This design comes from an exercise in tuning for small area and a short achievable clock period on the open sky130 flow, not from production work.
Where RTL was checked, it was by simulation tests only, not by an equivalence proof against the original.
The RTL of runs 1, 2 and 5 was laid out without a check of its function.
Power is estimated from default activity; no workload was simulated.

--- config.mk ---
export PLATFORM = sky130hd
export DESIGN_NAME = ex_top
export DESIGN_NICKNAME = ex_top
export VERILOG_FILES = /design/flow/design.v
export SDC_FILE = /design/flow/constraint.sdc
export NUM_CORES = 4
export LEC_CHECK = 0
export ABC_AREA = 1
export CAP_MARGIN = 20
export CORE_MARGIN = 2
export CORE_UTILIZATION = 40
export SETUP_SLACK_MARGIN = 2.0
export SLEW_MARGIN = 20
--- constraint.sdc ---
create_clock -name core_clock -period 6.5 [get_ports {clk}]
set_input_delay 1.3000 -clock core_clock [delete_from_list [all_inputs] [get_ports {clk}]]
set_output_delay 1.3000 -clock core_clock [all_outputs]
set_load 0.01 [all_outputs]
--- design.v ---
package ex_bus_pkg;
    localparam int XLEN = 32;
    localparam int ADDR_W = 32;
    localparam int REG_ADDR_W = 5;
    localparam int BYTES_PER_WORD = XLEN / 8;
    typedef logic [XLEN-1:0] word_t;
    typedef logic [ADDR_W-1:0] addr_t;
    typedef logic [REG_ADDR_W-1:0] reg_addr_t;
    typedef logic [BYTES_PER_WORD-1:0] byte_sel_t;
    localparam int SHAMT_W = 5;
    localparam addr_t INST_STEP = 32'd4;
endpackage
package rv_isa_pkg;
    typedef logic [6:0] opcode_t;
    typedef logic [2:0] funct3_t;
    typedef logic [6:0] funct7_t;
    localparam int OPCODE_LSB = 0;
    localparam int OPCODE_W = 7;
    localparam int FUNCT3_LSB = 12;
    localparam int FUNCT3_W = 3;
    localparam int FUNCT7_LSB = 25;
    localparam int FUNCT7_W = 7;
    localparam int ALT_BIT = 30;
    localparam opcode_t OP_R = 7'b0110011;
    localparam opcode_t OP_I = 7'b0010011;
    localparam opcode_t OP_S = 7'b0100011;
    localparam opcode_t OP_L = 7'b0000011;
    localparam opcode_t OP_B = 7'b1100011;
    localparam opcode_t OP_LUI = 7'b0110111;
    localparam opcode_t OP_AUIPC = 7'b0010111;
    localparam opcode_t OP_JAL = 7'b1101111;
    localparam opcode_t OP_JALR = 7'b1100111;
    localparam funct7_t FUNCT7_ZERO = 7'b0000000;
    localparam funct7_t FUNCT7_ALT = 7'b0100000;
    localparam funct3_t FUNCT3_ADD_SUB = 3'b000;
    localparam funct3_t FUNCT3_SLL = 3'b001;
    localparam funct3_t FUNCT3_SLT = 3'b010;
    localparam funct3_t FUNCT3_SLTU = 3'b011;
    localparam funct3_t FUNCT3_XOR = 3'b100;
    localparam funct3_t FUNCT3_SRL_SRA = 3'b101;
    localparam funct3_t FUNCT3_OR = 3'b110;
    localparam funct3_t FUNCT3_AND = 3'b111;
    localparam funct3_t FUNCT3_BEQ = 3'b000;
    localparam funct3_t FUNCT3_BNE = 3'b001;
    localparam funct3_t FUNCT3_BLT = 3'b100;
    localparam funct3_t FUNCT3_BGE = 3'b101;
    localparam funct3_t FUNCT3_BLTU = 3'b110;
    localparam funct3_t FUNCT3_BGEU = 3'b111;
    localparam funct3_t FUNCT3_SB = 3'b000;
    localparam funct3_t FUNCT3_SH = 3'b001;
    localparam funct3_t FUNCT3_SW = 3'b010;
    localparam funct3_t FUNCT3_LB = 3'b000;
    localparam funct3_t FUNCT3_LH = 3'b001;
    localparam funct3_t FUNCT3_LW = 3'b010;
    localparam funct3_t FUNCT3_LBU = 3'b100;
    localparam funct3_t FUNCT3_LHU = 3'b101;
    typedef enum logic [3:0] {
        ALU,
        LUI,
        AUIPC,
        LOAD,
        STORE,
        BRANCH,
        JAL,
        JALR,
        NONE
    } op_class_t;
endpackage
module ex_top (
    input logic clk,
    input logic arst_n,
    input logic [31:0] pc,
    input logic [31:0] inst,
    input logic [31:0] reg1,
    input logic [31:0] reg2,
    input logic [31:0] imm,
    input logic [4:0] id_rd_addr,
    input logic id_rd_we,
    input logic [31:0] ram_rdata,
    output logic ram_req,
    output logic ram_we,
    output logic [3:0] ram_sel,
    output logic [31:0] ram_addr,
    output logic [31:0] ram_wdata,
    output logic [4:0] rd_addr,
    output logic [31:0] rd_wdata,
    output logic rd_we,
    output logic jump_flag,
    output logic [31:0] jump_addr
);
    logic [6:0] opc;
    logic [2:0] f3;
    logic alt;
    assign opc = inst[6:0];
    assign f3 = inst[14:12];
    assign alt = inst[30];
    logic is_r, r_ok, is_i, is_lui, is_auipc, is_ld, is_st, is_br, is_jal, is_jalr;
    logic valid;
    assign is_r = (opc == 7'b0110011);
    assign r_ok = is_r && (inst[29:25] == 5'b00000) && !inst[31];
    assign is_i = (opc == 7'b0010011);
    assign is_lui = (opc == 7'b0110111);
    assign is_auipc = (opc == 7'b0010111);
    assign is_ld = (opc == 7'b0000011);
    assign is_st = (opc == 7'b0100011);
    assign is_br = (opc == 7'b1100011);
    assign is_jal = (opc == 7'b1101111);
    assign is_jalr = (opc == 7'b1100111);
    assign valid = r_ok | is_i | is_lui | is_auipc | is_ld | is_st | is_br | is_jal | is_jalr;
    logic [31:0] maddr;
    assign maddr = reg1 + imm;
    logic sel_r1, sel_pc;
    logic [31:0] base, xsum;
    assign sel_r1 = !inst[4] && !inst[3] && (!inst[6] || inst[2]);
    assign sel_pc = (inst[4] && !inst[5]) || (inst[6] && !inst[2]) || inst[3];
    assign base = ({32{sel_r1}} & reg1) | ({32{sel_pc}} & pc);
    logic [31:0] xp, xg, xc;
    assign xp = base ^ imm;
    assign xg = base & imm;
    ex_prefix u_xpfx (.p(xp), .g(xg), .c(xc));
    assign xsum = xp ^ {xc[30:0], 1'b0};
    logic [31:0] b, bx, ysum;
    logic sub, cout, lt_u, lt_s, eq;
    assign b = inst[5] ? reg2 : imm;
    assign sub = inst[6] | (!f3[2] & f3[1]) | (!f3[2] & !f3[1] & !f3[0] & inst[5] & alt);
    assign bx = b ^ {32{sub}};
    logic [31:0] yp, yg, yg0, yc;
    assign yp = reg1 ^ bx;
    assign yg = reg1 & bx;
    assign yg0 = {yg[31:1], yg[0] | (yp[0] & sub)};
    ex_prefix u_ypfx (.p(yp), .g(yg0), .c(yc));
    assign ysum = yp ^ {yc[30:0], sub};
    assign cout = yc[31];
    assign lt_u = !cout;
    assign lt_s = lt_u ^ reg1[31] ^ b[31];
    assign eq = &yp;
    logic [31:0] r1_rev, s0, s1, s2, s3, s4, s5, sr, sl;
    logic fill;
    logic [4:0] sh;
    always_comb begin
        for (int i = 0; i < 32; i++) r1_rev[i] = reg1[31-i];
    end
    assign sh = b[4:0];
    assign fill = f3[2] & alt & reg1[31];
    assign s0 = f3[2] ? reg1 : r1_rev;
    assign s1 = sh[0] ? {{1{fill}}, s0[31:1]} : s0;
    assign s2 = sh[1] ? {{2{fill}}, s1[31:2]} : s1;
    assign s3 = sh[2] ? {{4{fill}}, s2[31:4]} : s2;
    assign s4 = sh[3] ? {{8{fill}}, s3[31:8]} : s3;
    assign s5 = sh[4] ? {{16{fill}}, s4[31:16]} : s4;
    assign sr = s5;
    always_comb begin
        for (int i = 0; i < 32; i++) sl[i] = sr[31-i];
    end
    logic [31:0] lg;
    assign lg = (yp & {32{!(f3[1] & f3[0])}}) | (yg & {32{f3[1]}});
    logic [1:0] a;
    logic [7:0] rbyte;
    logic [15:0] rhalf;
    logic [31:0] ld;
    assign a = maddr[1:0];
    logic ld_b, ld_h, ld_w, lv_ok, ld_sgn, ld_sbit;
    logic [1:0] lsel;
    assign ld_b = !f3[1] & !f3[0];
    assign ld_h = !f3[1] & f3[0];
    assign ld_w = !f3[2] & f3[1] & !f3[0];
    assign lv_ok = ld_w | ((ld_b | ld_h) & !(ld_h & a[0]));
    assign ld_sgn = !f3[2];
    assign lsel = {a[1] & !f3[1], a[0] & ld_b};
    always_comb begin
        case (lsel)
            2'd0: rbyte = ram_rdata[7:0];
            2'd1: rbyte = ram_rdata[15:8];
            2'd2: rbyte = ram_rdata[23:16];
            default: rbyte = ram_rdata[31:24];
        endcase
    end
    assign rhalf[7:0] = rbyte;
    assign rhalf[15:8] = a[1] & ld_h ? ram_rdata[31:24] : ram_rdata[15:8];
    assign ld_sbit = ld_sgn & (ld_b ? rbyte[7] : rhalf[15]);
    assign ld[7:0] = {8{lv_ok}} & rbyte;
    assign ld[15:8] = ld_b ? {8{lv_ok & ld_sbit}} : ({8{lv_ok}} & rhalf[15:8]);
    assign ld[31:16] = ld_w ? ram_rdata[31:16] : {16{lv_ok & ld_sbit}};
    logic cond, take;
    logic [31:0] link;
    assign cond = f3[2] ? ((f3[1] ? lt_u : lt_s) ^ f3[0]) : (!f3[1] & (eq ^ f3[0]));
    assign take = (is_br & cond) | is_jal | is_jalr;
    assign link = {pc[31:2] + 30'd1, pc[1:0]};
    logic use_alu, use_x, use_ld, use_link;
    logic [31:0] result;
    assign use_alu = inst[4] & !inst[2];
    assign use_x = inst[4] & inst[2];
    assign use_ld = !inst[4] & !inst[6] & !inst[5];
    assign use_link = inst[6] & inst[2];
    logic s_sum, s_sl, s_sr, s_lg, s_slt;
    assign s_sum = use_alu & (f3 == 3'b000);
    assign s_sl = use_alu & (f3 == 3'b001);
    assign s_sr = use_alu & (f3 == 3'b101);
    assign s_lg = use_alu & f3[2] & (f3[1] | !f3[0]);
    assign s_slt = use_alu & !f3[2] & f3[1];
    assign result = ({32{s_sum}} & ysum) | ({32{s_sl}} & sl) | ({32{s_sr}} & sr)
                  | ({32{s_lg}} & lg) | {31'd0, s_slt & (f3[0] ? lt_u : lt_s)}
                  | ({32{use_x}} & xsum) | ({32{use_ld}} & ld) | ({32{use_link}} & link);
    logic st_ok, ld_ok, sb, sh_, sw;
    assign st_ok = is_st & !f3[2] & !(f3[1] & f3[0]);
    assign ld_ok = is_ld & !(f3[1] & (f3[0] | f3[2]));
    assign ram_req = st_ok | ld_ok;
    assign ram_we = st_ok;
    assign ram_addr = maddr;
    assign sb = !f3[1] & !f3[0];
    assign sh_ = f3[0];
    assign sw = f3[1];
    assign ram_sel[0] = sw | (!a[1] & !a[0]);
    assign ram_sel[1] = sw | (sb & !a[1] & a[0]) | (sh_ & !a[1] & !a[0]);
    assign ram_sel[2] = sw | (a[1] & !a[0]);
    assign ram_sel[3] = sw | (sb & a[1] & a[0]) | (sh_ & a[1] & !a[0]);
    assign ram_wdata[7:0] = reg2[7:0];
    assign ram_wdata[15:8] = sb ? reg2[7:0] : reg2[15:8];
    assign ram_wdata[23:16] = sw ? reg2[23:16] : reg2[7:0];
    assign ram_wdata[31:24] = sw ? reg2[31:24] : (sh_ ? reg2[15:8] : reg2[7:0]);
    always_ff @(posedge clk or negedge arst_n) begin
        if (!arst_n) begin
            rd_we <= 1'b0;
            jump_flag <= 1'b0;
        end else begin
            rd_we <= id_rd_we && valid;
            jump_flag <= take;
        end
    end
    always_ff @(posedge clk) begin
        rd_addr <= id_rd_addr;
        rd_wdata <= result;
        jump_addr <= {xsum[31:1], xsum[0] & !(inst[2] & !inst[3])};
    end
endmodule
module ex_prefix (
    input logic [31:0] p,
    input logic [31:0] g,
    output logic [31:0] c
);
    logic [31:0] gg, pp, gn, pn;
    always_comb begin
        gg = g;
        pp = p;
        for (int l = 0; l < 5; l++) begin
            gn = gg;
            pn = pp;
            for (int i = 0; i < 32; i++) begin
                if (((i >> l) & 1) == 1) begin
                    if (l >= 1 && i == (1 << l)) begin
                        gn[i] = g[i] | (p[i] & g[i-1]) | (p[i] & p[i-1] & gg[i-2]);
                        pn[i] = p[i] & p[i-1] & pp[i-2];
                    end else begin
                        gn[i] = gg[i] | (pp[i] & gg[((i >> l) << l) - 1]);
                        pn[i] = pp[i] & pp[((i >> l) << l) - 1];
                    end
                end
            end
            gg = gn;
            pp = pn;
        end
        c = gg;
    end
endmodule
--- flow/run.sh ---
#!/bin/bash
# Standard layout, with the port buffers made from the smallest plain buffer.
cp standard.sh standard_sh_copy.txt
cp config.mk config_mk_copy.txt
export BUFFER_PORTS_ARGS="-buffer_cell sky130_fd_sc_hd__buf_1"
bash standard.sh > standard.log 2>&1
--- standard.sh ---
#!/bin/bash
# synth_recipe.tcl (not shown) runs the flow's synth.tcl, then flattens the netlist and writes it again
# the make line also repeats each setting of config.mk as NAME=value (left out here)
make -C /OpenROAD-flow-scripts/flow DESIGN_CONFIG=/design/flow/config.mk WORK_HOME=/design/flow/orfs CLKGATE_MAP_FILE= SYNTH_SCRIPT=/design/flow/synth_recipe.tcl "${@:-finish}"
==> results of run 1 <==
==> logic make-up after synthesis <==
family                   Yosys count  share of synthesized area [%]
adder cells (fa/ha/maj)           98                          9.422
AO/OA/AOI/OAI                    392                          17.21
AND/OR/NAND/NOR                 1355                          45.16
XOR/XNOR                          77                          5.089
multiplexers                       2                         0.1699
flip-flops                        71                          10.80
buffers and inverters            393                          12.15
==> final cells by class <==
class / instances / area share (%)
Clock buffer: 9 / 1.428
Sequential cell: 71 / 9.074
Tap cell: 442 / 3.506
Clock inverter: 7 / 0.4442
Antenna cell: 3 / 0.04759
Multi-Input combinational cell: 1925 / 67.79
Timing Repair Buffer: 370 / 10.59
Inverter: 297 / 7.123
==> cells in the mapped netlist (6+ instances only) <==
library cell and number:
sky130_fd_sc_hd__inv_2 10, sky130_fd_sc_hd__buf_2 37, sky130_fd_sc_hd__ha_1 95, sky130_fd_sc_hd__buf_4 15, sky130_fd_sc_hd__nand3_1 458, sky130_fd_sc_hd__a21boi_0 6, sky130_fd_sc_hd__a31oi_1 6, sky130_fd_sc_hd__nand2_2 8
sky130_fd_sc_hd__nor2_1 145, sky130_fd_sc_hd__xor2_1 65, sky130_fd_sc_hd__o221ai_1 7, sky130_fd_sc_hd__nor3_1 16, sky130_fd_sc_hd__nand4_1 39, sky130_fd_sc_hd__nand2_1 647, sky130_fd_sc_hd__o2111ai_1 6, sky130_fd_sc_hd__a21o_1 7
sky130_fd_sc_hd__clkbuf_1 36, sky130_fd_sc_hd__o21ai_0 132, sky130_fd_sc_hd__a21oi_1 126, sky130_fd_sc_hd__o22ai_1 47, sky130_fd_sc_hd__o211ai_1 14, sky130_fd_sc_hd__xnor2_1 12, sky130_fd_sc_hd__nor4_1 8, sky130_fd_sc_hd__dfxtp_1 69
sky130_fd_sc_hd__nand3b_1 9, sky130_fd_sc_hd__inv_1 284
==> per-layer routing <==
layer  up-vias  part of all wire [%]  track usage (%)
li1       8603                     -                -
met1      8584                    39            54.57
met2      1254                    43            67.60
met3       288                    12            12.21
met4        10                   6.7            24.57
met5         -                 0.097                0
==> timing repair <==
item | CTS | global route
gates cloned | 1 | 0
buffers inserted | 4 | 16
resized for setup | 88 | 81
hold buffers | 0 | 0
setup endpoints to repair | 50 | 47
pin swaps | 9 | 12
==> worst max path at each step <==
stage / startpoint / endpoint / slack (ns) / cells past startpoint
floorplan: reg1[2] / ram_addr[21] / 2.26 / 8
global placement: inst[14] / jump_flag / 1.18 / 18
detailed placement: inst[14] / jump_flag / 1.15 / 18
CTS: reg1[24] / ram_addr[29] / 1.96 / 9
global route: inst[5] / rd_wdata[12] / 1.91 / 16
finish: reg1[21] / ram_addr[22] / 2.00 / 10
==> power by group <==
group	internal, mW	switching (mW)
registers	0.524	0.0225
clock network	0.297	0.228
logic	0.556	1.25
==> registers in the layout, summed over array words and instances, names as in the netlist <==
register,count
jump_addr,32
rd_wdata,32
rd_addr,5
rd_we,1
jump_flag,1
==> summary.txt, run 1 <==
The share of the clock period used by the worst path after layout came out at 69.28%. The critical path capture point type is a primary output. The via count of the first global-routing pass is 16830. The worst slack after detailed placement is 1.145 ns. The final count of hold timing violations was 0.

The worst slew margin relative to its limit came out at 32.22%. The cell total after placement is 3083. The placer congestion estimate is 1.060.

The number of buffers added on ports came out at 325. The footprint of the multi-input gates came out at 10690 um2. The residual antenna-violating net count after detailed routing is 0. The setup violation total in the final timing report came out at 0. Dividing the detail-routed wire length by the instance count gives 24.83 um. The async set-reset flop share out of synthesis came out at 2.817%. STA classifies the critical path startpoint as an input pin.

The power density relative to cell area is 182.4 nW/um2. The count of flip-flops with a built-in enable after synthesis came out at 0. On the critical path, the stage with the largest delay is an instance of sky130_fd_sc_hd__ha_2.

The most common library cell in the layout ignoring fill and taps is sky130_fd_sc_hd__nand2_1. Detailed routing inserted a total of 18740 vias. Across the VDD grid, the largest voltage drop is 149.0 uV. The total count of max-transition violations in the final report came out at 0.

Summed over all instances, the cell type with the most area after synthesis is sky130_fd_sc_hd__nand2_1. The filler cells instantiated in the layout total 3676. TritonCTS built the clock tree. The H-tree was split into 3 levels. The maximum buffer depth of the clock tree came out at 2. Counting every sink on the clock net gives 71. The final worst-path setup slack came out at 1.997 ns. The kind of cell with the highest combined delay along the critical path is buffers and inverters.

The number of top-level pins came out at 341. The longest individual stage delay on the worst path came out at 0.43 ns. The number of antenna violations at the first check in global routing is 7. The area of the core region is 32620 um2. The combined buffer and inverter count along the critical path is 3. The area of all placed cells without fillers came out at 15770 um2. The placed cell area came out at 14730 um2. In this design, the critical path's most frequently occurring cell is sky130_fd_sc_hd__nand2_1. The area occupied by registers is 1431 um2. Across the run, the number of max-cap violations was 0. The average vias per placed instance came out at 5.998. For this run, the post-layout net count is 2972. The wire length of the first global-routing pass came out at 108600 um.

The overall power came out at 2.877 mW. The post-route core utilization came out at 48.36%. The final setup TNS is 0 ns. For this run, the register share of the synthesized area comes to 10.80%. Of all nets on the critical path, the largest fanout is 6. Wires add up to 77570 um.

In the layout the commonest cells are 637 x sky130_fd_sc_hd__nand2_1, 455 x sky130_fd_sc_hd__nand3_1, 282 x sky130_fd_sc_hd__inv_1, 266 x sky130_fd_sc_hd__buf_1, 144 x sky130_fd_sc_hd__nor2_1. The data required time at the worst endpoint is 5.20 ns. The DRC violations left is 0. The area of the die came out at 34600 um2. The number of iterations in the first detailed-routing pass is 7. The die is 186.0 um wide. The classification of the worst setup path is in2out. Yosys attributes the largest share of cell area to sky130_fd_sc_hd__nand2_1 18%, sky130_fd_sc_hd__nand3_1 17%, sky130_fd_sc_hd__dfxtp_1 10%, sky130_fd_sc_hd__ha_1 9.0%, sky130_fd_sc_hd__inv_1 8.0%. In the final layout, the share of cells above drive strength 1 is 8.921%. Synthesis produced a netlist with a net count of 2686. Among all flip-flop cells after synthesis, the most frequent one is sky130_fd_sc_hd__dfxtp_1.

For this run, the number of Yosys warnings is 2. The total CTS buffers came out at 9. Walking the worst path, the cells encountered are buf_2, ha_2, nand2_1, nor2_1, inv_1, o21ai_1, a21oi_1, nand2_1, xor2_1, buf_1. The cell area after synthesis came out at 13250 um2. The number of standard cells in the layout, taps in and fillers out is 3124. The slew at the pin closest to its max-slew limit came out at 1.016 ns. Synthesis produced a netlist whose cell count is 2388. The tree is rooted in a sky130_fd_sc_hd__clkbuf_16. The run finished with no timing, DRC or antenna violations.

The path class of the tightest hold or removal check is in2async. The post-synthesis sequential element count came out at 71. The worst hold slack is 0.6835 ns. The vertical die dimension came out at 186.0 um.

The clock-pin transition on the worst setup and hold timing paths is 0.07 ns. The minimum clock period came out at 4.503 ns. The pin count of the biggest net entering global routing came out at 59. Setup repair after global routing could not meet its margin everywhere. Once the floorplan was initialized, standard cells occupied 40.63% of the core. Across every metal layer, demand over resource in global routing totals 43.76%.

The total grt overflow is 0. The top achievable clock speed is 0.2221 GHz. The placement row count came out at 66.

The share of Yosys cell area claimed by the top area cell type is 18.33%. Once detailed placement completed, the half-perimeter wirelength came to 63750 um. Each instance of the synthesized netlist takes up on average 5.550 um2.

The violation count after the first detailed-routing iteration is 2294. Synthesis instantiated 57 different standard cells from the library. The endpoint arrival time on the critical path is 3.20 ns. The leakage component of the power is 7.631 nW. The synthesis-to-layout area growth is 19.02%.
==> run 2: changes to the inputs <==
--- a/config.mk
+++ b/config.mk
@@ -9,5 +9,6 @@
 export CAP_MARGIN = 20
 export CORE_MARGIN = 2
 export CORE_UTILIZATION = 40
-export SETUP_SLACK_MARGIN = 2.0
+export SETUP_SLACK_MARGIN = 2.5
 export SLEW_MARGIN = 20
+export TNS_END_PERCENT = 0
==> summary.txt, run 2 <==
The run finished with no timing, DRC or antenna violations. The count of flip-flops with a built-in enable after synthesis came out at 0. The total grt overflow is 0. For this run, the number of Yosys warnings is 2.

The number of buffers added on ports came out at 325. The total CTS buffers is 9. The critical path starts at reg1[12].

met2 is the most crowded layer. The number of clock sinks seen by CTS is 71. The post-layout net count is 2992. The area of the core region is 32620 um2. The proportion of layout cells with a drive suffix above 1 is 10.97%.

The clock-pin transition on the worst setup and hold timing paths is 0.06 ns. The routed wire length came out at 82170 um. Dividing total power by cell area gives a power density of 187.0 nW/um2. The number of antenna violations at the first check in global routing was 7. The total routing resource utilization after global routing came out at 46.65%. The total count of max-transition violations in the final report came out at 0.

The type of the worst min-delay path is in2async. The cell area after synthesis is 13250 um2. The post-synthesis sequential element count came out at 71. The number of top-level pins is 341. The root cell of the clock tree is sky130_fd_sc_hd__clkbuf_16. The via count of the first global-routing pass came out at 17650. The cell count after synthesis is 2388.

The synthesis-to-layout area growth came out at 23.18%. For the worst setup path, the data arrival time is 3.14 ns. The worst slew margin relative to its limit is 23.24%. The highest fanout seen on the critical path came out at 4. The number of stages on the worst setup path came out at 10. The library cell used most frequently in the layout, excluding fill and tap cells, is sky130_fd_sc_hd__nand2_1. Setup repair after global routing could not meet its margin everywhere. The die span in x came out at 186.0 um. The data required time at the worst endpoint is 5.20 ns.

The via count came out at 19200. After synthesis, the most frequently instantiated cells are 647 x sky130_fd_sc_hd__nand2_1, 458 x sky130_fd_sc_hd__nand3_1, 284 x sky130_fd_sc_hd__inv_1. The share of Yosys cell area claimed by the top area cell type is 18.33%. The placement row count came out at 66. The synthesized net count came out at 2686. The worst hold slack is 0.6928 ns. The combined buffer and inverter count along the critical path came out at 2. By startpoint and endpoint, the worst setup path is classified as in2out. For this run, global-route usage on met2 was measured as 70.91%.

In the synthesized netlist the dominant register cell turns out to be sky130_fd_sc_hd__dfxtp_1. The placer congestion estimate is 1.021. On the critical path, the stage with the largest delay is an instance of sky130_fd_sc_hd__ha_4. In this run the number of H-tree levels came out at 3. Total power for the finished layout comes to 3.052 mW. The DRC violations left came out at 0.

The count of different cell masters after synthesis came out at 57. Among the stages of the critical path, the cell type that occurs most often is sky130_fd_sc_hd__buf_2. After clock tree synthesis, the flow added hold-fix buffers numbering 0.

Setup violations remaining at the end of the flow were counted as 0. The met1 track demand over resource came out at 56.88%. The final setup TNS is 0 ns. The estimated wirelength of the detail-placed design is 65420 um. The average vias per placed instance is 6.105. The CTS tree is built. The pin count of the biggest net entering global routing is 59. The signal on the critical path passes through buf_2, ha_4, a21oi_1, o21ai_1, a21oi_2, o21ai_4, a21boi_2, o21ai_2, xor2_1, buf_2.

The share of the clock period used by the worst path after layout came out at 68.30%. The leakage component of the power is 7.855 nW. The top cell types in the final layout, fill and taps aside, are 630 x sky130_fd_sc_hd__nand2_1, 452 x sky130_fd_sc_hd__nand3_1, 282 x sky130_fd_sc_hd__inv_1, 257 x sky130_fd_sc_hd__buf_1, 141 x sky130_fd_sc_hd__nor2_1.

In this design, the largest share of critical-path delay is due to compound AO/OA/AOI/OAI gates. VDD sags by at most 156.0 uV. The largest area contributor in the synthesized netlist is sky130_fd_sc_hd__nand2_1. The starting utilization of the core area is 40.63%. The worst slack after detailed placement came out at 1.247 ns.

In the final layout, the registers with the most flip-flops are jump_addr x32, rd_wdata x32, rd_addr x5. Before antenna repair, the detailed router went through 7 iterations. The longest individual stage delay on the worst path came out at 0.26 ns. Dividing the detail-routed wire length by the instance count gives 26.13 um. The area of the die came out at 34600 um2. The worst path meets setup with 2.060 ns of slack. The wire length of the first global-routing pass came out at 114900 um. Averaged over all synthesized cells, the footprint is 5.550 um2. The final count of hold timing violations was 0. STA classifies the critical path endpoint as a primary output. The kind of start point of the critical path is an input pin. The met3 track demand over resource came out at 15.42%. The maximum buffer depth of the clock tree is 2.

The violation count after the first detailed-routing iteration is 2399. The minimum clock period is 4.440 ns. Among all cell types in the netlist, the one instantiated most often is sky130_fd_sc_hd__nand2_1. The slew at the pin closest to its max-slew limit came out at 1.150 ns.

The fraction of the yosys area taken by sequential cells came out at 10.80%. The residual antenna-violating net count after detailed routing came out at 0. The async set-reset flop share out of synthesis is 2.817%.

The floorplan step set the die height to 186.0 um. Across the run, the number of max-cap violations was 0. After synthesis, the cell types taking the most area are sky130_fd_sc_hd__nand2_1 18%, sky130_fd_sc_hd__nand3_1 17%, sky130_fd_sc_hd__dfxtp_1 10%, sky130_fd_sc_hd__ha_1 9.0%, sky130_fd_sc_hd__inv_1 8.0%. Based on the critical path, the design can be clocked at up to 0.2252 GHz.
-- run 2: cell counts after synthesis --
No cell type changed its count.
-- run 2: through the flow --
step                cell area [um2]  utilization [%]  std cells
finish                        16320            50.05       3145
global route                  16310            50.02       3141
CTS                           15970            48.97       3130
detailed placement            14880            45.60       3089
global placement              14880            45.60       3089
floorplan                     13350                -       2388
-- run 2: path summary, 6_finish.rpt --
kind | endpoint | slack, ns
min in group core_clock | rd_addr[4] | 0.99
min | rd_we | 0.69
max | ram_addr[21] | 2.06
max in group asynchronous | jump_flag | 5.67
-- run 2: kinds of logic after synthesis --
group	after synthesis	share of synthesized area, %
xor+xnor	77	5.089
compound gates	392	17.21
mux	2	0.1699
fa+ha+maj	98	9.422
buf+inv	393	12.15
flops	71	10.80
simple gates	1355	45.16
-- run 2: area by class of cell --
class                           instances  area [um2]
Sequential cell                        71        1431
Clock buffer                           12       246.5
Timing Repair Buffer                  389        1944
Inverter                              297        1127
Clock inverter                          4       77.57
Antenna cell                            4       10.01
Tap cell                              442       553.0
Fill cell                            3523       16290
Multi-Input combinational cell       1926       10930
-- run 2: what timing repair did --
action                     CTS  global route
setup buffers               24            10
pin swaps                   31            28
setup endpoints to repair   99            96
resized for setup          163            80
gates cloned                 1             1
-- run 2: layer usage --
layer | wire length (um) | vias up
met5 | 33 | -
met4 | 6196 | 6
met3 | 10600 | 317
met2 | 34320 | 1468
met1 | 31030 | 8767
li1 | - | 8641
-- run 2: where the power goes --
part	leakage [nW]	switching [mW]	internal, mW	total, mW
clock	0.157	0.248	0.349	0.598
sequential	0.608	0.0250	0.524	0.549
combinational	7.09	1.31	0.596	1.91
total	7.86	1.58	1.47	3.05
==> run 3: changes to the inputs <==
--- a/design.v
+++ b/design.v
@@ -108,7 +108,12 @@
     assign is_jalr = (opc == 7'b1100111);
     assign valid = r_ok | is_i | is_lui | is_auipc | is_ld | is_st | is_br | is_jal | is_jalr;
     logic [31:0] maddr;
-    assign maddr = reg1 + imm;
+    logic [31:0] mp, mg, mgg, mc;
+    assign mp = reg1 ^ imm;
+    assign mg = reg1 & imm;
+    assign mgg = {mg[31:2], mg[1] | ((reg1[1] | imm[1]) & reg1[0] & imm[0]), mg[0]};
+    ex_prefix_ks u_mpfx (.p(mp), .g(mgg), .c(mc));
+    assign maddr = mp ^ {mc[30:0], 1'b0};
     logic sel_r1, sel_pc;
     logic [31:0] base, xsum;
     assign sel_r1 = !inst[4] && !inst[3] && (!inst[6] || inst[2]);
@@ -262,3 +267,27 @@
         c = gg;
     end
 endmodule
+module ex_prefix_ks (
+    input logic [31:0] p,
+    input logic [31:0] g,
+    output logic [31:0] c
+);
+    logic [31:0] gg, pp, gn, pn;
+    always_comb begin
+        gg = g;
+        pp = p;
+        for (int l = 0; l < 5; l++) begin
+            gn = gg;
+            pn = pp;
+            for (int i = 0; i < 32; i++) begin
+                if (i >= (1 << l)) begin
+                    gn[i] = gg[i] | (pp[i] & gg[i - (1 << l)]);
+                    pn[i] = pp[i] & pp[i - (1 << l)];
+                end
+            end
+            gg = gn;
+            pp = pn;
+        end
+        c = gg;
+    end
+endmodule
--- a/config.mk
+++ b/config.mk
@@ -11,4 +11,3 @@
 export CORE_UTILIZATION = 40
 export SETUP_SLACK_MARGIN = 2.5
 export SLEW_MARGIN = 20
-export TNS_END_PERCENT = 0
==> summary.txt, run 3 <==
The total CTS buffers came out at 9. The die is 186.7 um tall. Each instance of the synthesized netlist takes up on average 5.584 um2. The count of different cell masters after synthesis is 58. The final count of hold timing violations is 0. The most common library cell in the layout ignoring fill and taps is sky130_fd_sc_hd__nand2_1. The total count of max-transition violations in the final report came out at 0. The congestion estimate from routability-driven global placement came to 1.065. The initialized floorplan defines 66 standard-cell rows. The post-synthesis sequential element count came out at 71. The total grt overflow is 0. After detailed routing, the number of remaining DRC violations is 0. The total of fill cells in the finished design is 3453. The number of clock sinks seen by CTS is 71. The total routing resource utilization after global routing came out at 42.95%.

The setup path with the least slack is of type in2out. The count of flip-flops with a built-in enable after synthesis is 0. The analysis attributes to net switching a power of 1.623 mW. The max-cap violation count came out at 0. Of all flip-flops after synthesis, the portion carrying an async set or reset was 2.817%. The net switching share of the total power came out at 51.22%. For this design the ratio of total power to cell area is 178.5 nW/um2. The CTS tree is built. Entering global routing, the biggest net connects 70 pins.

The worst path meets setup with 2.174 ns of slack. After the first detailed-routing iteration, the DRC count stood at 2426. The relative contribution of the clock network to total power is 18.3%. The estimated wirelength of the detail-placed design is 62600 um.

The kind of start point of the critical path is an input pin. The die span in x came out at 186.7 um. The wire length of the first global-routing pass came out at 112000 um.

The endpoint arrival time on the critical path is 3.03 ns. The data required time at the worst endpoint is 5.20 ns. The via count came out at 19450. The routed length per instance came out at 24.88 um. The number of buffers added on ports came out at 325. The critical path starts at reg1[3]. The pre-antenna-repair detailed-routing pass consisted of 6 iterations. The highest fanout seen on the critical path is 4. The number of standard cells in the layout, taps in and fillers out came out at 3203.

The synthesized net count came out at 2691. The area of the die is 34870 um2. The top achievable clock speed is 0.2312 GHz.

The residual antenna-violating net count after detailed routing came out at 0. The portion of total power attributed to sequential cells came out at 17.2%. The slew at the pin closest to its max-slew limit is 1.021 ns.

The maximum buffer depth of the clock tree came out at 2. The path class of the tightest hold or removal check is in2async. The commonest cells after synthesis are 633 x sky130_fd_sc_hd__nand2_1, 446 x sky130_fd_sc_hd__nand3_1, 267 x sky130_fd_sc_hd__inv_1. The internal power of the cells totals 1.546 mW. Among all flip-flop cells after synthesis, the most frequent one is sky130_fd_sc_hd__dfxtp_1. The number of antenna violations at the first check in global routing is 2. The average vias per placed instance is 6.071.

The H-tree depth reported by CTS is 3. For this design the static power due to leakage is 8.283 nW. The initial utilization of the core area, before any placement, comes to 40.85%. The root cell of the clock tree is sky130_fd_sc_hd__clkbuf_16. The cell total after placement came out at 3084. From synthesis to final layout, the design area changed by 32.93%.

Buffers inserted to repair hold after CTS numbered 0. sky130_fd_sc_hd__nand2_1 takes more of the synthesized area than any other cell. Timing analysis after detailed placement gives a worst setup slack of 1.163 ns. The run finished with no timing, DRC or antenna violations. In this run the cell area of the synthesized design comes to 13360 um2. The routed wire length came out at 79710 um.

In this run the biggest area consumer among cell types represents 17.79% of the synthesized area. The fraction of the yosys area taken by sequential cells is 10.72%. The post-layout net count came out at 3054. The library cells used most frequently in the layout, excluding fill and tap cells, are 585 x sky130_fd_sc_hd__nand2_1, 431 x sky130_fd_sc_hd__nand3_1, 250 x sky130_fd_sc_hd__inv_1, 237 x sky130_fd_sc_hd__buf_1, 121 x sky130_fd_sc_hd__nor2_1. The largest registers in the layout are jump_addr x32, rd_wdata x32, rd_addr x5.

The area of the core region is 32700 um2. The clock-pin transition on the worst setup and hold timing paths came out at 0.07 ns. The setup violation total in the final timing report is 0. The post-route netlist has 18.80% of its cells at a drive strength greater than 1. The via count of the first global-routing pass came to 17630. The post-route core utilization came out at 54.30%. The final setup TNS is 0 ns. The share of the clock period used by the worst path after layout is 66.56%. For the finished layout, the period the worst path requires is 4.326 ns. The proportion of power drawn by combinational gates came out at 64.5%. Setup repair after global routing could not meet its margin everywhere. After layout, the design draws a total of 3.169 mW.

STA classifies the critical path endpoint as a primary output. Ranked by total cell area, the synthesized netlist is headed by sky130_fd_sc_hd__nand2_1 18%, sky130_fd_sc_hd__nand3_1 17%, sky130_fd_sc_hd__dfxtp_1 10%, sky130_fd_sc_hd__ha_1 9.1%, sky130_fd_sc_hd__inv_1 7.5%. The number of top-level pins is 341. VDD sags by at most 160.2 uV. The count of yosys warnings during synthesis came out at 3. The most common cell in the synthesized netlist is sky130_fd_sc_hd__nand2_1.

The worst slew margin relative to its limit came out at 31.69%. The cell count after synthesis came out at 2392.
run 3: cell count changes in the layout (fill, tap and decap cells not counted), sizes merged, moves of 5 or more:
cell      before  now
nand2        658  646
xnor2         12   40
nor3          19   35
a21oi        126  135
o21ai        142  156
clkbuf        25   18
nand4         39   32
buf          376  438
or2            4   18
inv          296  283
nand3        461  447
clkinvlp       0    5
a21o           7   12
xor2          65   29
run 3: power by group through the flow:
stage	Clock (mW)	Combinational (mW)	Sequential, mW
2_1_floorplan	0	1.02	0.596
3_3_place_gp	0	1.64	0.553
3_5_place_dp	0	1.65	0.555
4_1_cts	0.580	1.83	0.546
5_1_grt	0.597	2.18	0.552
6_report	0.579	2.04	0.546
run 3: layer usage:
metal | vias to the layer above | global-route usage (%) | wire length [um]
li1 | 8794 | - | -
met1 | 8975 | 54.70 | 30780
met2 | 1412 | 65.86 | 33600
met3 | 262 | 10.74 | 9870
met4 | 4 | 24.57 | 5426
met5 | - | 0 | 26
run 3: layout make-up:
class / count / area [um2] / share of cell area (%)
multi-input cells: 1941 / 11670 / 65.72
repair buffers: 448 / 2683 / 15.11
flip-flops and latches: 71 / 1431 / 8.061
inverters: 283 / 1100 / 6.194
well taps: 442 / 553.0 / 3.114
clock buffers: 9 / 225.2 / 1.268
clock inverters: 7 / 85.08 / 0.4791
repair inverters: 1 / 7.507 / 0.04228
diodes: 1 / 2.502 / 0.01409
run 3: path summary, 6_finish.rpt:
path / end / slack [ns] / cells after the start
max in group asynchronous: rd_we / 5.59 / 1
worst max-delay path: ram_addr[30] / 2.17 / 12
worst min-delay path: jump_flag / 0.73 / 1
min in group core_clock: rd_addr[4] / 0.99 / 1
run 3: metrics by stage:
step	hold WS (ns)	instance area [um2]
after floorplan	1.004	13380
after global placement	1.137	14830
after detailed placement	1.141	14830
after CTS	0.7289	16650
after global routing	0.7333	17750
final	0.7260	17760
run 3: worst max-delay path, cell delays in order:
cell,delay [ns]
sky130_fd_sc_hd__clkbuf_4,0.17
sky130_fd_sc_hd__ha_4,0.31
sky130_fd_sc_hd__nand2_2,0.07
sky130_fd_sc_hd__o21ai_4,0.31
sky130_fd_sc_hd__nand2_2,0.13
sky130_fd_sc_hd__nand2_4,0.13
sky130_fd_sc_hd__nand2_2,0.08
sky130_fd_sc_hd__nand2_4,0.10
sky130_fd_sc_hd__nand3_2,0.07
sky130_fd_sc_hd__nand2_2,0.10
sky130_fd_sc_hd__xor2_2,0.13
sky130_fd_sc_hd__buf_2,0.14
run 3: cell families (layout without fill, tap and decap cells):
logic type | after synthesis | in the layout | synth area share [%]
compound gates | 415 | 415 | 17.98
xor+xnor | 69 | 69 | 4.524
fa+ha+maj | 99 | 99 | 9.386
buf+inv | 383 | 748 | 11.91
flops | 71 | 71 | 10.72
mux | 4 | 4 | 0.3372
other cells | 0 | 1 | 0
simple gates | 1351 | 1354 | 45.15
run 3: repair_timing:
item                       CTS  global route
gates cloned                 4             4
setup endpoints to repair   94            68
buffers inserted            45            49
pin swaps                   65            95
resized for setup          302           183
==> run 4: changes to the inputs <==
--- a/config.mk
+++ b/config.mk
@@ -9,5 +9,6 @@
 export CAP_MARGIN = 20
 export CORE_MARGIN = 2
 export CORE_UTILIZATION = 40
-export SETUP_SLACK_MARGIN = 2.5
+export GPL_TIMING_DRIVEN = 0
+export SETUP_SLACK_MARGIN = 2.0
 export SLEW_MARGIN = 20
==> summary.txt, run 4 <==
The met1 layer wirelength in the final routing came out at 31590 um. The kind of start point of the critical path is an input pin. Clock tree synthesis inserted a total of 9 buffers. After floorplanning, the core was divided into 66 placement rows.

The area of the core region is 32700 um2. The cell area after synthesis came out at 13360 um2. Setup violations remaining at the end of the flow were counted as 0. In the synthesized netlist, the cells that appear most often are 633 x sky130_fd_sc_hd__nand2_1, 446 x sky130_fd_sc_hd__nand3_1, 267 x sky130_fd_sc_hd__inv_1. The slew at the pin closest to its max-slew limit came out at 1.072 ns.

Timing would allow up to 0.2215 GHz. The number of antenna violations at the first check in global routing is 4. The number of buffers added on ports came out at 319. The critical path goes through buf_6, inv_2, clkbuf_2, clkbuf_2, buf_2, nand2_1, nand2_1, buf_1. The longest individual stage delay on the worst path came out at 0.46 ns.

In the layout the commonest cells are 625 x sky130_fd_sc_hd__nand2_1, 445 x sky130_fd_sc_hd__nand3_1, 275 x sky130_fd_sc_hd__buf_1, 265 x sky130_fd_sc_hd__inv_1, 136 x sky130_fd_sc_hd__nor2_1. The xor/xnor cell area share of the yosys netlist is 4.524%. The share of Yosys cell area claimed by the top area cell type came out at 17.79%. The largest registers in the layout are jump_addr x32, rd_wdata x32, rd_addr x5.

The routed wire length came out at 82060 um. In the synthesized netlist, mux cells make up 0.3372% of the area. The H-tree generated during clock tree synthesis spans 3 levels.

The via count of the first global-routing pass is 17780. The residual antenna-violating net count after detailed routing came out at 0. The post-synthesis share of cell area spent on full adders, half adders and majority gates came out at 9.386%. The worst hold path belongs to the class in2async. The number of top-level pins is 341.

The final count of hold timing violations is 0. The total grt overflow came out at 0. Prior to clock tree synthesis, the placed netlist has a worst setup slack of 1.103 ns. The wire length on met2 came out at 33940 um. The placer congestion estimate came out at 1.106. The top layer used by detailed routing is met5. The synthesis-to-layout area growth is 20.75%. The total routing resource utilization after global routing came out at 45.15%. The vertical die dimension came out at 186.7 um. In this run the horizontal extent of the chip is 186.7 um.

The area of the die is 34870 um2. The final setup TNS is 0 ns. The estimated wirelength of the detail-placed design is 69020 um. The flow ran to the end and the layout has no timing, DRC or antenna violations. The tool flagged a number of max-cap violations equal to 0.

After synthesis, flip-flops and latches occupy 10.72% of the total area. sky130_fd_sc_hd__nand2_1 is the most common cell in the netlist. Once routing completed, OpenROAD measured the worst setup slack at 1.985 ns. Setup repair after global routing could not meet its margin everywhere.

The average vias per placed instance came out at 6.070. The clock passes through at most 2 buffers. STA classifies the critical path endpoint as a primary output. The async set-reset flop share out of synthesis came out at 2.817%. The clock-pin transition on the worst setup and hold timing paths is 0.06 ns. The tree is rooted in a sky130_fd_sc_hd__clkbuf_16. In the final layout, the share of cells above drive strength 1 is 10.60%. The post-synthesis average cell area is 5.584 um2.

Entering global routing, the biggest net connects 14 pins. The synthesized design contains 71 register bits. The starting utilization of the core area is 40.85%. The most used flip-flop cell after synthesis is sky130_fd_sc_hd__dfxtp_1. The compound-cell area share of the yosys netlist is 17.97%. In the post-synthesis netlist, the biggest area contributors are sky130_fd_sc_hd__nand2_1 18%, sky130_fd_sc_hd__nand3_1 17%, sky130_fd_sc_hd__dfxtp_1 10%, sky130_fd_sc_hd__ha_1 9.1%, sky130_fd_sc_hd__inv_1 7.5%. The synthesized net count is 2691. The post-layout net count is 3040. The minimum clock period is 4.515 ns.

The highest ir drop seen on vdd is 139.7 uV. The via count is 19360. The count of flip-flops with a built-in enable after synthesis came out at 0. Summed over all instances, the cell type with the most area after synthesis is sky130_fd_sc_hd__nand2_1.

The leakage component of the power is 7.732 nW. The power density relative to cell area came out at 183.9 nW/um2. The total count of max-transition violations in the final report came out at 0. The number of iterations in the first detailed-routing pass came out at 6. The share of the clock period used by the worst path after layout came out at 69.46%. The DRC violations left is 0. For the worst setup path, the data required time is 5.20 ns.

In the final routed layout, each cell accounts on average for 25.73 um. The wire length of the first global-routing pass came out at 116300 um. The highest fanout seen on the critical path is 10. The violation count after the first detailed-routing iteration came out at 2786. The post-synthesis simple-gate area fraction is 45.15%.

The combinational family with the most area after synthesis is simple AND/OR/NAND/NOR gates. Leaving out fill and tap cells, the most frequent cell in the layout is sky130_fd_sc_hd__nand2_1. Synthesis handed over a netlist of 2392 instances. For this design, the slowest cell found on the critical path is sky130_fd_sc_hd__clkbuf_2. The total of fill cells in the finished design came out at 3663. The worst pin sits at a relative slew slack of 28.56%. The CTS tree is built.

The setup path with the least slack is of type in2out. For the worst setup path, the data arrival time is 3.22 ns. After synthesis, the netlist uses 58 different library cells. The number of clock sinks seen by CTS came out at 71. The Yosys step of the flow raised 3 warnings. Wire segments on met3 add up to 10890 um in the final route.
[run 4: cell counts after synthesis]
Identical to the previous run, type by type.
[run 4: cells by family (layout without fill, tap and decap cells)]
kind of cell	count (synthesis)	after routing
xor gates and xnor gates	69	69
muxes	4	4
other	0	1
DFF	71	71
and+or+nand+nor	1351	1351
buffers and inverters	383	737
AOI/OAI and AO/OA	415	415
adders and majority gates	99	99
[run 4: per-stage QoR]
step / area, um2 / instances / utilization, % / hold WS, ns / power [mW]
after detailed placement: 15110 / 3153 / 46.20 / 1.134 / 2.255
after floorplan: 13360 / 2392 / - / 1.004 / 1.616
final: 16130 / 3189 / 49.32 / 0.7423 / 2.965
after global placement: 15110 / 3153 / 46.20 / 1.129 / 2.248
after global routing: 16130 / 3188 / 49.32 / 0.7504 / 3.111
after CTS: 15640 / 3174 / 47.84 / 0.7301 / 2.833
[run 4: final cells by class]
type,count,area (um2),share of cell area (%)
multi-input combinational,1938,10770,66.78
sequential,71,1431,8.874
timing repair buffer,338,1426,8.843
inverter,283,1076,6.671
buffer,100,569.3,3.530
tap,442,553.0,3.429
clock buffer,10,229.0,1.420
clock inverter,6,70.07,0.4344
antenna,1,2.502,0.01551
[run 4: worst max path at each step]
stage	from	end
floorplan	reg1[1]	ram_addr[30]
global placement	inst[6]	rd_wdata[16]
detailed placement	inst[6]	rd_wdata[16]
CTS	reg1[1]	ram_addr[26]
global route	inst[13]	jump_flag
finish	inst[13]	ram_wdata[17]
[run 4: report_power, final]
part,switching (mW),leakage (nW),total (mW),internal [mW]
Clock,0.251,0.147,0.551,0.300
Sequential,0.0237,0.608,0.544,0.521
Combinational,1.28,6.98,1.87,0.587
[run 4: worst max-delay path: cells and delay by family]
family	cells	cell delay [ns]
buf+inv	6	1.70
simple gates	2	0.20
[run 4: per-layer routing]
layer  vias to the layer above  GRT usage, %
met5                         -             0
met4                         4         25.46
met3                       309         12.94
li1                       8771             -
met2                      1432         67.90
met1                      8841         57.67
[run 4: timing repair]
action                                  in CTS  in global routing
setup buffers                                5                 14
hold buffers                                 0                  0
pin swaps                                    5                 17
gates resized for setup                     61                117
endpoints found under the setup margin      76                 38
==> run 5: changes to the inputs <==
--- a/design.v
+++ b/design.v
@@ -112,7 +112,7 @@
     assign mp = reg1 ^ imm;
     assign mg = reg1 & imm;
     assign mgg = {mg[31:2], mg[1] | ((reg1[1] | imm[1]) & reg1[0] & imm[0]), mg[0]};
-    ex_prefix_ks u_mpfx (.p(mp), .g(mgg), .c(mc));
+    ex_prefix_ks u_mpfx (.p(reg1 | imm), .g(mgg), .c(mc));
     assign maddr = mp ^ {mc[30:0], 1'b0};
     logic sel_r1, sel_pc;
     logic [31:0] base, xsum;
--- a/config.mk
+++ b/config.mk
@@ -9,6 +9,5 @@
 export CAP_MARGIN = 20
 export CORE_MARGIN = 2
 export CORE_UTILIZATION = 40
-export GPL_TIMING_DRIVEN = 0
 export SETUP_SLACK_MARGIN = 2.0
 export SLEW_MARGIN = 20
==> summary.txt, run 5 <==
The flow ran to the end and the layout has no timing, DRC or antenna violations. The cell total after placement is 3267. Of all cell types, the one taking the most synthesized area is sky130_fd_sc_hd__nand2_1. The critical path goes through buf_1, buf_6, clkinvlp_4, ha_2, nor2_2, inv_1, nor4_2, a21oi_4, xnor2_1, buf_1. Among all flip-flop cells after synthesis, the most frequent one is sky130_fd_sc_hd__dfxtp_1. The largest registers in the layout are jump_addr x32, rd_wdata x32, rd_addr x5.

The final layout contains routed wiring with a total length of 80180 um. TritonCTS built the clock tree. By instance count, the cell type seen most on the critical path is sky130_fd_sc_hd__buf_1.

The total routing resource utilization after global routing is 42.26%. The share of total power dissipated in combinational logic is 62.9%. The placer congestion estimate came out at 1.051. The endpoint arrival time on the critical path is 3.17 ns. After synthesis, the share of flip-flops with an asynchronous set or reset is 2.817%. The average vias per placed instance is 5.902. For this configuration, the core starts out at a cell density of 40.87%. The minimum clock period came out at 4.473 ns.

The synthesized net count came out at 2885. Of the synthesized area, sequential elements account for 10.09%. The leakage component of the power is 8.238 nW. The detailed router finished its first iteration with 2397 violations. The area of the die is 36990 um2. The number of iterations in the first detailed-routing pass came out at 9. The total CTS buffers is 9. The cell area after synthesis is 14190 um2.

Summing over every cut layer, the via total after detailed routing is 19520. The routed length per instance is 24.25 um. The final setup TNS is 0 ns. The Yosys step of the flow raised 3 warnings. The final critical path takes up 68.82% of the cycle. The total grt overflow is 0. The number of top-level pins came out at 341. The critical path in this run is classified as in2out. The slew at the pin closest to its max-slew limit came out at 1.225 ns. The placement row count came out at 68. The area of the core region is 34710 um2. The combined buffer and inverter count along the critical path came out at 5. The repair_antennas step left the layout with diodes totalling 0.

Setup violations remaining at the end of the flow were counted as 0. The tree is rooted in a sky130_fd_sc_hd__clkbuf_16. In this run the horizontal extent of the chip is 192.3 um. Clock tree synthesis found a total of 71 sinks. The worst slew margin relative to its limit is 17.56%. The worst setup path is captured at a primary output.

Of all nets on the critical path, the largest fanout is 4. The count of flip-flops with a built-in enable after synthesis is 0. The post-route core utilization came out at 48.34%.

The H-tree depth reported by CTS is 3. The portion of total power attributed to sequential cells is 18.7%. The synthesis-to-layout area growth is 18.29%. The proportion of layout cells with a drive suffix above 1 came out at 11.33%. The most common cell in the synthesized netlist is sky130_fd_sc_hd__nand2_1. The slowest library cell on the worst path is sky130_fd_sc_hd__nor4_2.

The share of Yosys cell area claimed by the top area cell type came out at 17.70%. The count of hold-fix buffers inserted at cts came out at 0. No sink is reached through more buffers than the 2 on the longest clock path. In this run the power spent charging and discharging nets is 1.547 mW.

The internal cell power came out at 1.355 mW. The relative contribution of the clock network to total power came out at 18.5%. The pin count of the biggest net entering global routing came out at 55. The clock-pin transition on the worst setup and hold timing paths came out at 0.07 ns.

The data required time at the worst endpoint came out at 5.20 ns. Setup repair after global routing could not meet its margin everywhere. The DRC violations left is 0. The number of standard cells in the layout, taps in and fillers out is 3307. The total count of max-transition violations in the final report is 0. The number of buffers added on ports came out at 325.

On the critical path the largest part of the delay comes from buffers and inverters. The final count of hold timing violations came out at 0. The net switching share of the total power came out at 53.31%. The kind of start point of the critical path is an input pin. For this run, the slowest stage of the critical path takes 0.39 ns.

The estimated wirelength of the detail-placed design is 65370 um. The library cell used most frequently in the layout, excluding fill and tap cells, is sky130_fd_sc_hd__nand2_1. The cell count after synthesis is 2558.

The die is 192.3 um tall. The highest ir drop seen on vdd is 155.8 uV. Max-cap violations in this run came to 0.

Yosys mapped the design onto 51 distinct sky130hd cell types. The via count of the first global-routing pass came out at 17670. The power density relative to cell area came out at 172.9 nW/um2. The post-synthesis sequential element count came out at 71. The library cells used most frequently in the layout, excluding fill and tap cells, are 664 x sky130_fd_sc_hd__nand2_1, 421 x sky130_fd_sc_hd__nand3_1, 316 x sky130_fd_sc_hd__inv_1, 282 x sky130_fd_sc_hd__buf_1, 163 x sky130_fd_sc_hd__nor2_1.

The top achievable clock speed came out at 0.2236 GHz. In this run the remaining antenna-violating nets after routing total 0. The first global-routing pass estimated 112600 um of wire. The type of the worst min-delay path is in2async. By count the netlist is led by 669 x sky130_fd_sc_hd__nand2_1, 425 x sky130_fd_sc_hd__nand3_1, 345 x sky130_fd_sc_hd__inv_1. In this run the mean area of a mapped cell was 5.546 um2. The number of antenna violations at the first check in global routing is 1. The post-layout net count is 3174. By area the synthesized netlist is led by sky130_fd_sc_hd__nand2_1 18%, sky130_fd_sc_hd__nand3_1 15%, sky130_fd_sc_hd__ha_1 11%, sky130_fd_sc_hd__dfxtp_1 9.7%, sky130_fd_sc_hd__inv_1 9.1%.
## run 5: cell types whose count changed in the layout (fill, tap and decap cells not counted), sizes merged, moves of 6 or more
cell      delta
inv         +74
a21oi       -17
o22ai        +6
nand2       +44
ha          +28
buf         -15
clkinvlp     +7
clkbuf      -44
nor2        +43
## run 5: repair_timing
item / in CTS / in global routing
endpoints found under the setup margin: 33 / 32
pin swaps: 7 / 13
resized for setup: 92 / 131
buffers inserted: 13 / 11
## run 5: final cells by class
cell class              instances  area (um2)
well taps                     455       569.3
clock inverters                 7       61.31
flip-flops and latches         71        1431
clock buffers                   9       225.2
multi-input cells            2027       11380
repair buffers                380        1742
fillers                      3920       17930
inverters                     358        1369
## run 5: metrics by stage
step	cell area (um2)	total power [mW]	hold slack [ns]	setup WS [ns]
after floorplan	14190	1.632	1.004	2.429
after global placement	15680	2.220	1.083	1.376
after detailed placement	15680	2.228	1.089	1.339
after CTS	16310	2.813	0.6770	1.980
after global routing	16780	3.067	0.6865	1.894
final	16780	2.901	0.6857	2.027
## run 5: routing by layer
metal	wire, um	vias to the layer above	GRT usage, %
li1	-	9036	-
met3	7899	241	7.238
met1	31650	9053	54.08
met2	35050	1187	65.99
met5	14	-	0
met4	5561	2	26.10
## run 5: kinds of logic (layout without fill, tap and decap cells)
| family | after synthesis | in the layout | share of synthesized area (%) |
|---|---|---|---|
| compound gates | 400 | 400 | 16.10 |
| xor+xnor | 64 | 64 | 3.951 |
| fa+ha+maj | 127 | 127 | 11.31 |
| buf+inv | 460 | 754 | 13.25 |
| flops | 71 | 71 | 10.09 |
| simple gates | 1436 | 1436 | 45.31 |
## run 5: path summary, 6_finish.rpt
kind                       cells past startpoint      endpoint     startpoint
max                                           10  ram_addr[28]       reg1[26]
min                                            1     jump_flag         arst_n
max in group asynchronous                      1         rd_we         arst_n
min in group core_clock                        1    rd_addr[0]  id_rd_addr[0]
## run 5: power groups by stage
stage | clock network, mW | registers, mW | logic (mW)
floorplan | 0 | 0.596 | 1.04
global placement | 0 | 0.551 | 1.67
detailed placement | 0 | 0.551 | 1.68
CTS | 0.546 | 0.543 | 1.72
global route | 0.558 | 0.549 | 1.96
finish | 0.535 | 0.542 | 1.82
==> run 6: changes to the inputs <==
--- a/design.v
+++ b/design.v
@@ -112,7 +112,7 @@
     assign mp = reg1 ^ imm;
     assign mg = reg1 & imm;
     assign mgg = {mg[31:2], mg[1] | ((reg1[1] | imm[1]) & reg1[0] & imm[0]), mg[0]};
-    ex_prefix_ks u_mpfx (.p(reg1 | imm), .g(mgg), .c(mc));
+    ex_prefix_ks u_mpfx (.p(mp), .g(mgg), .c(mc));
     assign maddr = mp ^ {mc[30:0], 1'b0};
     logic sel_r1, sel_pc;
     logic [31:0] base, xsum;
==> summary.txt, run 6 <==
The number of iterations in the first detailed-routing pass is 8. The top achievable clock speed came out at 0.2248 GHz. The pin count of the biggest net entering global routing is 70. The minimum clock period is 4.449 ns. The largest area contributor in the synthesized netlist is sky130_fd_sc_hd__nand2_1. The first routing iteration left 2490 violations. Summed over all nets, wire length on met3 after detailed routing comes to 8796 um. The share of the clock period used by the worst path after layout came out at 68.45%. The area of the core region is 32700 um2.

In the post-synthesis netlist, the biggest area contributors are sky130_fd_sc_hd__nand2_1 18%, sky130_fd_sc_hd__nand3_1 17%, sky130_fd_sc_hd__dfxtp_1 10%, sky130_fd_sc_hd__ha_1 9.1%, sky130_fd_sc_hd__inv_1 7.5%. Sorting the synthesized cells by how often they occur yields 633 x sky130_fd_sc_hd__nand2_1, 446 x sky130_fd_sc_hd__nand3_1, 267 x sky130_fd_sc_hd__inv_1. Measured along the x axis, the die boundary spans 186.7 um. The total routing resource utilization after global routing came out at 42.10%. On the critical path the largest part of the delay comes from buffers and inverters. Detailed routing placed a total of 32680 um of wire on met2. The mux cell area share after synthesis came out at 0.3372%. The power density relative to cell area came out at 183.6 nW/um2. In the layout the commonest cells are 625 x sky130_fd_sc_hd__nand2_1, 445 x sky130_fd_sc_hd__nand3_1, 275 x sky130_fd_sc_hd__buf_1, 264 x sky130_fd_sc_hd__inv_1, 137 x sky130_fd_sc_hd__nor2_1. Input and output buffers added on the ports amount to 325. Along the worst path, the maximum fanout reaches 4. The worst pin sits at a relative slew slack of 21.92%.

The post-layout net count is 2972. The final count of hold timing violations is 0. The post-synthesis sequential element count is 71. 0 antenna diodes ended up in the layout. The post-synthesis average cell area came out at 5.584 um2. Relative to the synthesized area, the layout overhead comes to 18.05%. The area of the die came out at 34870 um2. The endpoint arrival time on the critical path is 3.15 ns. The signal on the critical path passes through buf_8, clkinvlp_4, ha_4, ha_2, nor2_2, o21ai_4, nand2_1, nand2_2, buf_4, nand3_1, o211ai_1, xor2_1, clkbuf_2. The via count came out at 18660.

The count of different cell masters after synthesis is 58. The proportion of layout cells with a drive suffix above 1 came out at 9.186%. The average vias per placed instance came out at 5.980.

The longest individual stage delay on the worst path came out at 0.28 ns. The classification of the worst setup path is in2out. After detailed routing, the wire length on met1 is 30520 um. Setup violations remaining at the end of the flow were counted as 0.

The most used flip-flop cell after synthesis is sky130_fd_sc_hd__dfxtp_1. The post-synthesis share of cell area spent on full adders, half adders and majority gates came out at 9.386%. The leakage component of the power came out at 7.485 nW. The flow ran to the end and the layout has no timing, DRC or antenna violations. The total count of max-transition violations in the final report is 0. Summing the sequential cell areas from Yosys gives 10.72% of the chip area.

The total grt overflow is 0. The synthesized net count came out at 2691. The HPWL after detailed placement is 62640 um. The cell area after synthesis is 13360 um2. By area, the combinational part of the netlist is dominated by simple AND/OR/NAND/NOR gates. Summing the areas of all compound-gate instances in the mapped netlist gives 17.97% of the synthesized area. For this run, design rule violations remaining after detail routing come to 0. The cell total after placement is 3085. The routed wire length came out at 76650 um. At the end of routability-driven placement, the weighted congestion stood at 1.065. The tightest min-delay check is of the in2async type. The max-cap violation count is 0. The most repeated cell in the gate-level netlist after synthesis is sky130_fd_sc_hd__nand2_1. The number of antenna violations at the first check in global routing was 2. CTS built an H-tree with a depth of 3.

The count of yosys warnings during synthesis is 3. The placement row count came out at 66. During I/O placement, the number of pins put on the boundary was 341. Routed signal wires occupy layers up through met5. The maximum buffer depth of the clock tree came out at 2.

In this run the biggest area consumer among cell types represents 17.79% of the synthesized area. The vertical die dimension is 186.7 um. The via count of the first global-routing pass is 17210.

The residual antenna-violating net count after detailed routing is 0. The number of clock sinks seen by CTS came out at 71. The CTS tree is built. In this run, synthesis inferred 0 flip-flops with an integrated enable. Clock tree synthesis selected as its root buffer the cell sky130_fd_sc_hd__clkbuf_16. The count of hold-fix buffers inserted at cts came out at 0. The clock-pin transition on the worst setup and hold timing paths came out at 0.07 ns.

The xor/xnor cell area share of the yosys netlist is 4.524%. The post-synthesis simple-gate area fraction is 45.15%. The cell count after synthesis came out at 2392. The critical path contains buffers and inverters numbering 4 combined. The largest registers in the layout are jump_addr x32, rd_wdata x32, rd_addr x5. STA classifies the critical path endpoint as a primary output.

The kind of start point of the critical path is an input pin. The starting utilization of the core area is 40.85%. The async set-reset flop share out of synthesis is 2.817%. The final setup TNS came out at 0 ns. The number of standard cells in the layout, taps in and fillers out is 3120.

Counting the buffers created by CTS gives 9. The wire length of the first global-routing pass is 110100 um. Leaving out fill and tap cells, the most frequent cell in the layout is sky130_fd_sc_hd__nand2_1. The data required time at the worst endpoint came out at 5.20 ns. Setup repair after global routing could not meet its margin everywhere. Among all stages on the critical path, the largest delay is contributed by sky130_fd_sc_hd__ha_4.

The highest ir drop seen on vdd came out at 142.1 uV. The slew at the pin closest to its max-slew limit came out at 1.168 ns. After detailed routing, the average wire length per cell comes to 24.57 um.
[run 6: cell count changes in the layout (fill, tap and decap cells not counted), sizes merged, moves of 17 or more]
cell and change:
ha -28, nor2 -42, inv -71, buf -22, nand2 -44, a21oi +17
[run 6: kinds of logic (layout without fill, tap and decap cells)]
logic type / after synthesis / after routing
flip-flops: 71 / 71
XOR/XNOR: 69 / 69
buffers and inverters: 383 / 666
AO/OA/AOI/OAI: 415 / 415
AND/OR/NAND/NOR: 1351 / 1354
adder cells (fa/ha/maj): 99 / 99
multiplexers: 4 / 4
[run 6: timing repair]
action	in CTS	in global routing
buffers inserted	7	9
cloned	1	2
hold endpoints to repair	0	0
gates resized for setup	56	83
setup endpoints to repair	54	43
pin swaps	7	17
[run 6: final cells by class]
type	instances	area (um2)
timing repair buffer	367	1642
sequential	71	1431
multi-input combinational	1941	10770
tap	442	553.0
inverter	283	1071
clock buffer	9	225.2
clock inverter	7	77.57
fill	3679	16930
[run 6: per-stage QoR]
stage               instance area [um2]  hold WS, ns  total power [mW]  util (%)  setup WS (ns)
floorplan                         13360        1.004             1.616         -          2.456
global placement                  14810        1.130             2.190     45.28          1.325
detailed placement                14810        1.136             2.201     45.28          1.359
CTS                               15380       0.7261             2.802     47.04          1.969
global route                      15770       0.7344             3.061     48.22          1.986
finish                            15770       0.7284             2.896     48.22          2.051
[run 6: worst paths after layout]
| path | from | end | depth (start not counted) |
|---|---|---|---|
| max in group asynchronous | arst_n | jump_flag | 1 |
| worst min-delay path | arst_n | rd_we | 1 |
| min in group core_clock | id_rd_addr[1] | rd_addr[1] | 1 |
| worst max-delay path | reg1[1] | ram_addr[22] | 13 |
[run 6: routing by layer]
metal  vias up  global-route usage [%]
met1      8568                   54.52
met2      1247                   65.34
met3       217                   8.877
li1       8621                       -
met5         -                       0
met4         4                   22.62
[run 6: power breakdown]
part / switching (mW) / internal, mW
registers: 0.0253 / 0.520
clock network: 0.263 / 0.303
logic: 1.22 / 0.564
==> run 7: changes to the inputs <==
--- a/config.mk
+++ b/config.mk
@@ -9,5 +9,5 @@
 export CAP_MARGIN = 20
 export CORE_MARGIN = 2
 export CORE_UTILIZATION = 40
-export SETUP_SLACK_MARGIN = 2.0
+export SETUP_SLACK_MARGIN = 2.2
 export SLEW_MARGIN = 20
==> summary.txt, run 7 <==
The flow ran to the end and the layout has no timing, DRC or antenna violations. The commonest cells after synthesis are 633 x sky130_fd_sc_hd__nand2_1, 446 x sky130_fd_sc_hd__nand3_1, 267 x sky130_fd_sc_hd__inv_1. The endpoint arrival time on the critical path is 3.11 ns.

The async set-reset flop share out of synthesis is 2.817%. The number of antenna violations at the first check in global routing is 2. The share of Yosys cell area claimed by the top area cell type is 17.79%.

The largest registers in the layout are jump_addr x32, rd_wdata x32, rd_addr x5. The total count of max-transition violations in the final report is 0. The via count of the first global-routing pass came out at 17420. The number of different library cells used by synthesis comes to 58.

The leakage component of the power came out at 7.719 nW. The clock-pin transition on the worst setup and hold timing paths is 0.07 ns. In the layout the commonest cells are 615 x sky130_fd_sc_hd__nand2_1, 440 x sky130_fd_sc_hd__nand3_1, 260 x sky130_fd_sc_hd__inv_1, 249 x sky130_fd_sc_hd__buf_1, 130 x sky130_fd_sc_hd__nor2_1. Once layout is complete, the cells apart from fillers number 3137.

The largest area contributor in the synthesized netlist is sky130_fd_sc_hd__nand2_1. The count of yosys warnings during synthesis is 3. The share of the clock period used by the worst path after layout is 67.81%. Once the floorplan was initialized, standard cells occupied 40.85% of the core. The slew at the pin closest to its max-slew limit is 1.111 ns. The proportion of layout cells with a drive suffix above 1 is 12.43%. The count of nets left with antenna violations once routing finished came out at 0.

The die covers 34870 um2. The worst setup path is captured at a primary output. The overall power came out at 2.968 mW. The max-cap violation count came out at 0.

The average vias per placed instance came out at 6.021. The estimated wirelength of the detail-placed design came out at 62640 um. In the global route stage, overall resource usage came out at 42.81%. Once routing completed, OpenROAD measured the worst setup slack at 2.093 ns. The H-tree depth reported by CTS came out at 3. The power density relative to cell area is 181.5 nW/um2.

VDD sags by at most 142.6 uV. Wires add up to 77890 um. The congestion estimate from routability-driven global placement came to 1.065. The data required time at the worst endpoint is 5.20 ns.

The tree is rooted in a sky130_fd_sc_hd__clkbuf_16. The placed cell area is 14810 um2. The synthesis-to-layout area growth came out at 22.41%. Setup violations remaining at the end of the flow were counted as 0.

The floorplan step set the die height to 186.7 um. TritonCTS built the clock tree. The post-route core utilization came out at 50.00%. The fraction of the yosys area taken by sequential cells is 10.72%. The post-synthesis sequential element count is 71. The number of buffers added on ports came out at 325. The area of all placed cells without fillers came out at 16350 um2.

The worst setup path is launched from an input pin. sky130_fd_sc_hd__nand2_1 is the most common cell in the netlist. The routed length per instance is 24.83 um. The highest fanout seen on the critical path is 4. The critical path startpoint is reg1[1].

The via count is 18890. The number of iterations in the first detailed-routing pass is 9. The total grt overflow came out at 0. The die span in x came out at 186.7 um. The cell count after synthesis is 2392. met2 is the most crowded layer. The worst slack after detailed placement is 1.359 ns. In this run the cell area of the synthesized design comes to 13360 um2. The met2 routing resource usage after global routing is 66.21%. Counting along the longest clock path gives a buffer depth of 2. For this block, the initial DRC count from the detailed router was 2481.

The post-layout net count is 2989. The most common library cell in the layout ignoring fill and taps is sky130_fd_sc_hd__nand2_1. In the synthesized netlist the dominant register cell turns out to be sky130_fd_sc_hd__dfxtp_1. The area of the core region came out at 32700 um2.

The number of antenna diodes in the final layout is 0. After detailed placement, the design holds a cell count of 3085. The total CTS buffers came out at 9. The first global-routing pass estimated 111800 um of wire. Setup repair after global routing could not meet its margin everywhere.
[run 7: cell counts after synthesis]
No cell type changed its count.
[run 7: critical path: stages]
cell and delay (ns):
sky130_fd_sc_hd__buf_12 0.08, sky130_fd_sc_hd__clkinvlp_4 0.10, sky130_fd_sc_hd__ha_4 0.29, sky130_fd_sc_hd__ha_4 0.13, sky130_fd_sc_hd__nor2_4 0.04, sky130_fd_sc_hd__o21ai_4 0.24, sky130_fd_sc_hd__nand2_1 0.12, sky130_fd_sc_hd__nand2_2 0.13
sky130_fd_sc_hd__inv_2 0.06, sky130_fd_sc_hd__o21bai_4 0.12, sky130_fd_sc_hd__nand4_1 0.14, sky130_fd_sc_hd__nand2_1 0.10, sky130_fd_sc_hd__nand2_1 0.05, sky130_fd_sc_hd__nand2_1 0.05, sky130_fd_sc_hd__buf_2 0.13
[run 7: where the power goes]
group,switching (mW),internal (mW)
sequential,0.0251,0.520
combinational,1.25,0.605
clock,0.264,0.303
[run 7: layout make-up]
type | instances | area (um2)
flip-flops and latches | 71 | 1431
clock buffers | 9 | 225.2
inverters | 283 | 1081
multi-input cells | 1942 | 11130
fillers | 3595 | 16350
repair inverters | 1 | 8.758
clock inverters | 7 | 77.57
repair buffers | 382 | 1842
well taps | 442 | 553.0
[run 7: final timing paths]
check,endpoint,cells past startpoint
max in group asynchronous,jump_flag,1
setup / recovery,ram_addr[26],15
min in group core_clock,rd_addr[1],1
hold / removal,rd_we,1
[run 7: logic make-up (layout without fill, tap and decap cells)]
group           count (synthesis)  in the layout  share of synthesized area, %
simple gates                 1351           1355                         45.15
compound gates                415            415                         17.98
buf+inv                       383            682                         11.91
fa+ha+maj                      99             99                         9.386
flops                          71             71                         10.72
xor+xnor                       69             69                         4.524
mux                             4              4                        0.3372
[run 7: repair_timing]
item / 4_1_cts / 5_1_grt
setup buffers: 15 / 16
gates resized for setup: 151 / 117
cloned: 4 / 1
pin swaps: 25 / 38
setup endpoints to repair: 73 / 52
[run 7: layer usage]
layer	wire, um	vias to the layer above	part of all wire, %
li1	-	8649	-
met1	30510	8610	39
met2	32830	1370	42
met3	9447	256	12
met4	5083	2	6.5
met5	13	-	0.017

Setup slack of run 7, layout unchanged: 2.093 ns with ideal ports, 2.026 ns with driving cells assumed (clock clkbuf_16, inputs buf_2), 1.879 ns with port delays also shifted by the 0.435 ns mid clock arrival.
